Source: an optimization exercise on an open RTL-to-GDS flow (aim: small area, a short achievable clock period and few clock cycles per item). Production flows keep margins and buffers that such runs may drop. Function was checked by simulation only, so behaviour that the tests miss may differ from the original. No activity file was given, so power comes from the tool's default toggle rates.

==> flow/design.v (excerpt) <==
module lattice_fermion_hop_sign #(
    parameter int SITES         = 64,
    parameter int MAX_PARTICLES = 64
) (
    input  logic             clk,
    input  logic             rst_n,
    input  logic             in_valid,
    output logic             in_stall,
    input  lfhs_pkg::in_item_t  in_data,
    output logic             out_valid,
    input  logic             out_stall,
    output lfhs_pkg::out_item_t out_data,
    input  logic             cfg_write,
    input  logic             cfg_index,
    input  logic [lfhs_pkg::CFG_W-1:0] cfg_data
);
Settings: LEC_CHECK=0, CAP_MARGIN=20, CORE_MARGIN=2, CORE_UTILIZATION=60, CTS_CLUSTER_DIAMETER=70, CTS_CLUSTER_SIZE=30, SETUP_SLACK_MARGIN=2.5, SLEW_MARGIN=20, TNS_END_PERCENT=5; clock period 5.0 ns.
run.sh (not shown) runs the stock make flow with config.mk's settings and CLKGATE_MAP_FILE= SYNTH_SCRIPT=/design/flow/synth_recipe.tcl, a recipe that flattens the netlist after the stock synthesis.
The first run completed without violations.
Testbench counts at the start, summed over its fixed seeds: cycles 9,640, items 9,600.
Edit:
--- a/flow/config.mk
+++ b/flow/config.mk
@@ -9,7 +9,7 @@
 export CORE_MARGIN = 2
 export CORE_UTILIZATION = 60
-export CTS_CLUSTER_DIAMETER = 70
-export CTS_CLUSTER_SIZE = 30
-export SETUP_SLACK_MARGIN = 2.5
+export CTS_CLUSTER_DIAMETER = 60
+export CTS_CLUSTER_SIZE = 25
+export SETUP_SLACK_MARGIN = 2.7
 export SLEW_MARGIN = 20
 export TNS_END_PERCENT = 5
- sequential power barely changes
- die area is unchanged
- hold slack degrades by 0.0088 ns
Edit:
--- a/flow/config.mk
+++ b/flow/config.mk
@@ -11,5 +11,5 @@
 export CTS_CLUSTER_DIAMETER = 60
 export CTS_CLUSTER_SIZE = 25
-export SETUP_SLACK_MARGIN = 2.7
+export SETUP_SLACK_MARGIN = 2.5
 export SLEW_MARGIN = 20
 export TNS_END_PERCENT = 5
=>
- core utilization came out higher by 0.12 points
- wire length goes up slightly
- via count stays flat
- global-route usage climbs by 0.32 points
- total power went up slightly
- die area does not change

---

lattice_fermion_hop_sign, a different RTL version from the one above (not shown whole).
// lattice_fermion_hop_sign
module lattice_fermion_hop_sign #(
    parameter int SITES         = 64,
    parameter int MAX_PARTICLES = 64
) (
    input  logic             clk,
    input  logic             rst_n,
    input  logic             in_valid,
    output logic             in_stall,
    input  lfhs_pkg::in_item_t  in_data,
    output logic             out_valid,
    input  logic             out_stall,
    output lfhs_pkg::out_item_t out_data,
    input  logic             cfg_write,
    input  logic             cfg_index,
    input  logic [lfhs_pkg::CFG_W-1:0] cfg_data
);
==> flow/config.mk <==
export PLATFORM = sky130hd
export DESIGN_NAME = lattice_fermion_hop_sign
export DESIGN_NICKNAME = lattice_fermion_hop_sign
export VERILOG_FILES = /design/flow/design.v
export SDC_FILE = /design/flow/constraint.sdc
export NUM_CORES = 4
export LEC_CHECK = 0
export CAP_MARGIN = 20
export CORE_MARGIN = 2
export CORE_UTILIZATION = 60
export SETUP_SLACK_MARGIN = 2.5
export SLEW_MARGIN = 20
==> flow/constraint.sdc <==
create_clock -name core_clock -period 5.0 [get_ports {clk}]
set_input_delay 1.0000 -clock core_clock [delete_from_list [all_inputs] [get_ports {clk}]]
set_output_delay 1.0000 -clock core_clock [all_outputs]
set_load 0.01 [all_outputs]
Testbench counts at the start, summed over its fixed seeds: cycles 9,640, items 9,600.
==> next run, changes <==
- CTS_CLUSTER_DIAMETER: default -> 60
- CTS_CLUSTER_SIZE: default -> 25
Effect: Sequential power stays flat. Synthesized cell count is unchanged. Clock-buffer cell count shrinks by 57. Synthesized area is unchanged. Core utilization shrinks by 1.4 points. Clock power shrinks by 23%. Power shrinks by 8.7%. Cell area shrinks by 2.1%. Setup slack degrades by 0.078 ns. Worst hold slack stays flat.
==> next run, changes <==
- CORE_UTILIZATION: 60 -> 70
- CTS_CLUSTER_DIAMETER: 60 -> default
- CTS_CLUSTER_SIZE: 25 -> default
After rerunning: The new run ran to the end with no violations; clock power increases by a quarter to a third; routed wire length increases slightly; combinational power increases slightly; global-route usage increases by 5.7 points; non-clock buffer count increases by 4; first-iteration DRC count increases by well over a third; sequential share of layout area decreases by 1.3 points; worst setup slack is better by 0.026 ns.

---

build 75:
RTL: one of the versions met above, not the one the previous note started from.
Size in the first run: roughly 3300 cells after synthesis, roughly 35 I/O pins, ~47000 µm² of cells after synthesis.
make LEC_CHECK=0 CAP_MARGIN=20 CORE_MARGIN=2 CORE_UTILIZATION=60 CTS_CLUSTER_DIAMETER=70 CTS_CLUSTER_SIZE=30 SETUP_SLACK_MARGIN=2.6 SLEW_MARGIN=20 TNS_END_PERCENT=5 finish   # period 5.0 ns
Testbench counts of build 75, summed over its fixed seeds: cycles 9,640, items 9,600.
Inputs modified between build 75 and build 41:
- CTS_CLUSTER_DIAMETER removed (was 70)
- SETUP_SLACK_MARGIN changed from 2.6 to 2.5
- TNS_END_PERCENT removed (was 5)
- CTS_CLUSTER_SIZE removed (was 30)
### Flow results
- Master of the slowest instance on the critical path: dfxtp_2 -> build 75, dfrtp_2 -> build 41
- Compared with build 75, in build 41 post-CTS repair timing setup buffer count rose 4, clock-pin slew reported for the worst setup and hold paths after clock tree synthesis saw a decrease, worst hold margin saw a decrease.
Modified inputs, build 12 compared to build 41
- setting TNS_END_PERCENT to 5 for the first time
- setting CTS_CLUSTER_SIZE to 25 for the first time
- setting CTS_CLUSTER_DIAMETER to 60 for the first time
- changing CORE_UTILIZATION from 60 to 65
--- outcome ---
Build 12 against build 41: clock network power share fell 7.2 points, worst-case setup margin in the final layout went down 0.079 ns, worst hold slack across all endpoints shows an increase of 0.016 ns, flip-flop and latch area now sits at about the same level.
Net switching power: build 12 better than build 41
Share of total power in sequential cells sits higher in build 12 than in build 41.
Build 12 reports its highest metal layer used by the detailed router as met4 while build 41 reports met5.
For build 20, these inputs were changed with respect to build 12:
- CTS_CLUSTER_DIAMETER: 60 -> 70
- CORE_UTILIZATION: 65 -> 60
- TNS_END_PERCENT: 5 -> unset
- CTS_CLUSTER_SIZE: 25 -> 30
Results
- Build 20 improves on build 12 in via count.
- Total area of sequential cells delta (build 20 -> build 12): insignificant
- Delta (build 20 minus build 12): clock group total power went down; clock tree cell share of total cell area fell by 1.2 points; final design area excluding fillers went down; fmax higher; clock period minus worst slack down 0.11 ns.
- The setup slack of build 20 was superior to that of build 12.
- Build 20: largest net degree at the start of global routing 17 above build 12
- In the tables for build 20 and build 12, number of non-filler instances in the completed layout reads higher with build 20.
- Clock edge transition at the registers on the reported setup and hold paths: build 12 vs build 20, no meaningful difference
- Build 20 was carried through to the last stage, and its layout satisfied the timing, DRC and antenna checks.
--- input diff build 20..build 21 ---
- CTS_CLUSTER_SIZE now 25, was 30
- CTS_CLUSTER_DIAMETER now 60, was 70
--- outcome ---
- Build 21 finished all stages; the layout is clean.
- Utilization build 20 -> build 21: up
- Taking build 20 as the reference, in build 21 switching power total rose by 9.8%, number of setup buffers added after CTS fell by about 8%, final HPWL from detailed placement stayed essentially flat, post-detailed-route DRC marker count stayed essentially flat.
- Build 21 against build 20: area used by multi-input combinational logic did not really move, total routed wirelength grew by 1.4%, part of the power in the clock network grew by 5.2 points, clock buffer count from CTS rose 46%.
- Worst IR drop on VDD: build 21 vs build 20, no meaningful difference
- Final standard cell area without fillers up 970 µm² in build 21 wrt build 20

## afterwards: timing with drivers on the ports
The flow's constraints put no driver on any port. The routed layouts listed below were extracted and timed again, unchanged, in two steps.
Step 1 (the two cells are an assumption about what drives the block):
set clk [get_ports {clk}]
set_driving_cell -lib_cell sky130_fd_sc_hd__clkbuf_16 $clk
set_driving_cell -lib_cell sky130_fd_sc_hd__buf_2 [delete_from_list [all_inputs] $clk]
Step 2 moves the port delays by t, midway between the first and last clock arrival at a register: inputs arrive t later, outputs are due t later. That takes back most of the time a late clock gives input paths.
a / b / c = ideal ports / drivers / drivers and shift; a / b = the first two.
run	t, ns	setup slack, ns	worst data-port slew with drivers (ns)
the first run of note 1	0.722	2.361 / 2.313 / 1.811	0.05
the second run of note 1	0.702	2.339 / 2.266 / 2.051	0.07
the third run of note 1	0.714	2.394 / 2.324 / 1.813	0.05
the first run of note 2	0.746	2.358 / 2.358 / 2.241	0.07
the second run of note 2	0.712	2.281 / 2.281 / 2.230	0.07
the third run of note 2	0.758	2.306 / 2.306 / 2.114	0.07
build 75	0.723	2.322 / 2.319 / 1.828	0.05
build 41	0.759	2.392 / 2.392 / 1.795	0.05
build 12	0.710	2.313 / 2.313 / 1.818	0.06
build 20	0.723	2.422 / 2.422 / 1.904	0.05
build 21	0.714	2.428 / 2.428 / 2.232	0.05
After both steps every run listed still meets setup and hold. The setup slack of build 41, which loses most, moves by 0.000 ns with the drivers and by -0.597 ns with both steps.
